Background: an optimization exercise with open tools, aiming at small area. Do not read the settings as production practice. At most, simulation tests tie the RTL to the original design; equivalence was not proved. Power figures rest on the tool's default switching activity, not on a simulated workload.

JK:
==> module data_memory, before the edit <==
module data_memory (
    input  wire                  clk,
    input  alu_system_pkg::data_t i_addr,
    input  alu_system_pkg::data_t i_wdata,
    input  wire                  i_wr,
    input  wire                  i_cs_n,
    output alu_system_pkg::data_t o_rdata
);
    logic [15:0]           hi;
    logic [15:0]           hw_n;
    logic [15:0]           lo;
    logic [255:0]          sel_n;
    logic [255:0]          wen;
    logic [2047:0]         q;
    alu_system_pkg::data_t col;      
    alu_system_pkg::data_t rd;
    logic                  ph;       
    always_ff @(posedge clk)
    begin
        ph <= !ph;
    end
    assign col = i_wr ? (i_wdata ^ {8{ph}}) : '1;
    mem_pre pre0 (
        .i_addr(i_addr), .i_cs_n(i_cs_n), .i_wr(i_wr), .o_hi(hi), .o_hw_n(hw_n), .o_lo(lo)
    );
    mem_dec dec0 (.i_hi(hi), .i_lo(lo), .o_sel_n(sel_n));
    for (genvar r = 0; r < 256; r++)
    begin : g_row
        mem_wen wen0 (.i_sel_n(sel_n[r]), .i_hw_n(hw_n[r / 16]), .o_wen(wen[r]));
        mem_row row (
            .clk(clk), .i_sel_n(sel_n[r]), .i_wen(wen[r]), .i_col(col), .o_q(q[r*8 +: 8])
        );
    end
    mem_read rd0 (.i_sel_n(sel_n), .i_q(q), .o_rd(rd));
    logic rd_one;    
    logic rd_zero;   
    assign rd_one  = !i_cs_n & !i_wr & !ph;
    assign rd_zero = !i_cs_n & !i_wr & ph;
    for (genvar b = 0; b < 8; b++)
    begin : g_out
        assign o_rdata[b] = rd[b] ? rd_one : rd_zero;
    end
endmodule
clock: 10.0 ns
lec_check: 0
cap_margin: 10
core_margin: 2
core_utilization: 60
cts_buf_list: sky130_fd_sc_hd__clkbuf_8
cts_cluster_diameter: 70
cts_cluster_size: 18
gpl_timing_driven: 0
setup_slack_margin: 0.3
slew_margin: 10
synth_hierarchical: 1
synth_minimum_keep_size: 0
standard.sh (not shown) runs the stock make flow with config.mk's settings and CLKGATE_MAP_FILE= SYNTH_SCRIPT=/design/flow/synth_recipe.tcl, a recipe that flattens the netlist after the stock synthesis.
==> flow/flow/run.sh <==
#!/bin/bash
# Standard ORFS layout with three changes:
# - after the standard synthesis (run unchanged), every combinational cell is
#   set to its smallest drive strength (downsize.py); registers keep their
#   cells, and the flow's repair steps size up only what slew and timing need;
# - the buffers ABC inserted are removed at floorplan (REMOVE_ABC_BUFFERS);
# - the port buffers are small buffers instead of delay cells.
# Each tool's output goes to flow_*.log here; ORFS keeps its own logs in orfs/logs.
set -euo pipefail
W=$(pwd)
R=$W/orfs/results/$FLOW_PLATFORM/alu_system/base
LIB=$FLOW_HOME/platforms/$FLOW_PLATFORM/lib/sky130_fd_sc_hd__tt_025C_1v80.lib
bash standard.sh synth > $W/flow_synth.log 2>&1
cp $R/1_2_yosys.v $W/1_2_yosys_orig.v
python3 $W/flow/downsize.py $LIB $R/1_2_yosys.v > $W/flow_downsize.log 2>&1
rm -f $R/1_synth.odb
bash standard.sh REMOVE_ABC_BUFFERS=1 "BUFFER_PORTS_ARGS=-buffer_cell sky130_fd_sc_hd__buf_2" finish > $W/flow_finish.log 2>&1
==> flow/flow/downsize.py <==
# Rewrites a Yosys netlist so that every combinational cell uses the smallest-area
# variant of its function (same cell family, different drive strength).
# Registers keep their cell types. Usage: downsize.py LIB NETLIST
import re, sys
lib = open(sys.argv[1]).read()
area = {m.group(1): float(m.group(2)) for m in
        re.finditer(r'cell\s*\(\s*"?(sky130_fd_sc_hd__\w+)"?\s*\)\s*\{.*?area\s*:\s*([\d.]+)', lib, re.S)}
skip = re.compile(r'sky130_fd_sc_hd__(s?e?df|dl|sdl|clk|tap|fill|decap|conb|lpflow|probe|fa_|ha_|maj)')
fam = {}
for c in area:
    m = re.match(r'(sky130_fd_sc_hd__\w+?)_(\d+)$', c)
    if m and not skip.match(c):
        fam.setdefault(m.group(1), []).append(c)
best = {}
for f, cells in fam.items():
    b = min(cells, key=lambda c: (area[c], int(c.rsplit('_', 1)[1])))
    for c in cells:
        if c != b and area[c] > area[b]:
            best[c] = b
text = open(sys.argv[2]).read()
n = [0]
def sub(m):
    c = m.group(1)
    if c in best:
        n[0] += 1
        return best[c] + m.group(2)
    return m.group(0)
text = re.sub(r'\b(sky130_fd_sc_hd__\w+)(\s+[\\\w])', sub, text)
open(sys.argv[2], 'w').write(text)
print("downsized", n[0], "cells")
#### Input delta (TR over JK)
--- a/flow/design.v
+++ b/flow/design.v
@@ -307,10 +307,18 @@
     begin
         q <= ~((q | {8{i_wen}}) & (i_col | {8{i_sel_n}}));
     end
     assign o_q = q;
 endmodule
+module mem_col (
+    input  alu_system_pkg::data_t i_wdata,
+    input  wire                   i_ph,
+    input  wire                   i_wr,
+    output alu_system_pkg::data_t o_col
+);
+    assign o_col = i_wr ? (i_wdata ^ {8{i_ph}}) : '1;
+endmodule
 module mem_wen (
     input  wire  i_sel_n,
     input  wire  i_hw_n,
     output logic o_wen
 );
@@ -410,27 +418,30 @@
     logic [15:0]           hw_n;
     logic [15:0]           lo;
     logic [255:0]          sel_n;
     logic [255:0]          wen;
     logic [2047:0]         q;
-    alu_system_pkg::data_t col;      
+    logic [15:0]           col;      
     alu_system_pkg::data_t rd;
     logic                  ph;       
     always_ff @(posedge clk)
     begin
         ph <= !ph;
     end
-    assign col = i_wr ? (i_wdata ^ {8{ph}}) : '1;
+    for (genvar h = 0; h < 2; h++)
+    begin : g_col
+        mem_col cd (.i_wdata(i_wdata), .i_ph(ph), .i_wr(i_wr), .o_col(col[8*h +: 8]));
+    end
     mem_pre pre0 (
         .i_addr(i_addr), .i_cs_n(i_cs_n), .i_wr(i_wr), .o_hi(hi), .o_hw_n(hw_n), .o_lo(lo)
     );
     mem_dec dec0 (.i_hi(hi), .i_lo(lo), .o_sel_n(sel_n));
     for (genvar r = 0; r < 256; r++)
     begin : g_row
         mem_wen wen0 (.i_sel_n(sel_n[r]), .i_hw_n(hw_n[r / 16]), .o_wen(wen[r]));
         mem_row row (
-            .clk(clk), .i_sel_n(sel_n[r]), .i_wen(wen[r]), .i_col(col), .o_q(q[r*8 +: 8])
+            .clk(clk), .i_sel_n(sel_n[r]), .i_wen(wen[r]), .i_col(col[8*(r/128) +: 8]), .o_q(q[r*8 +: 8])
         );
     end
     mem_read rd0 (.i_sel_n(sel_n), .i_q(q), .o_rd(rd));
     logic rd_one;    
     logic rd_zero;   
Findings:
On final non-filler cell total, JK and TR are basically level. Comparing JK and TR, the lower count of plain and timing-repair buffers is on TR. Between JK and TR, the difference in utilization is negligible. Of TR and JK, it is TR that has the lower worst setup margin. On global-route wire length before repair, JK loses to TR. | fmax | TR vs JK | worse |. Compared JK against TR; area after synthesis within noise. Routing layer with the top usage in global route = met2: TR; routing layer with the top usage in global route = met1: JK. Going from JK to TR, number of cells in the design after placement roughly the same; number of setup violations in the final report essentially unchanged; post-detailed-route via-to-cell ratio fell by 0.078; total power neither gained nor lost much.
No functional check of the RTL was part of TR.

==> afterwards: timing with drivers on the ports <==
How much do the figures lean on ideal ports? The routed layouts below were timed once more, with nothing changed but the port constraints.
Step 1, drivers: a clkbuf_16 drives clk and a buf_2 each remaining input, both assumed.
Step 2 also shifts input and output timing later by t, the mid clock arrival at the registers, as if the neighbouring blocks saw the same clock.
Three values: ideal ports, drivers, drivers and shift; two values: the first two.
run	t, ns	slack for setup (ns)	worst setup path after step 2	slew at the worst register clock pin (ns)
JK	0.984	0.300 / 0.247 / 0.247	input to output	0.12 / 0.12
TR	0.964	0.144 / 0.096 / 0.096	input to output	0.12 / 0.12
After both steps every run listed still meets setup and hold. The setup slack of JK, which loses most, moves by -0.053 ns with the drivers and by -0.053 ns with both steps.
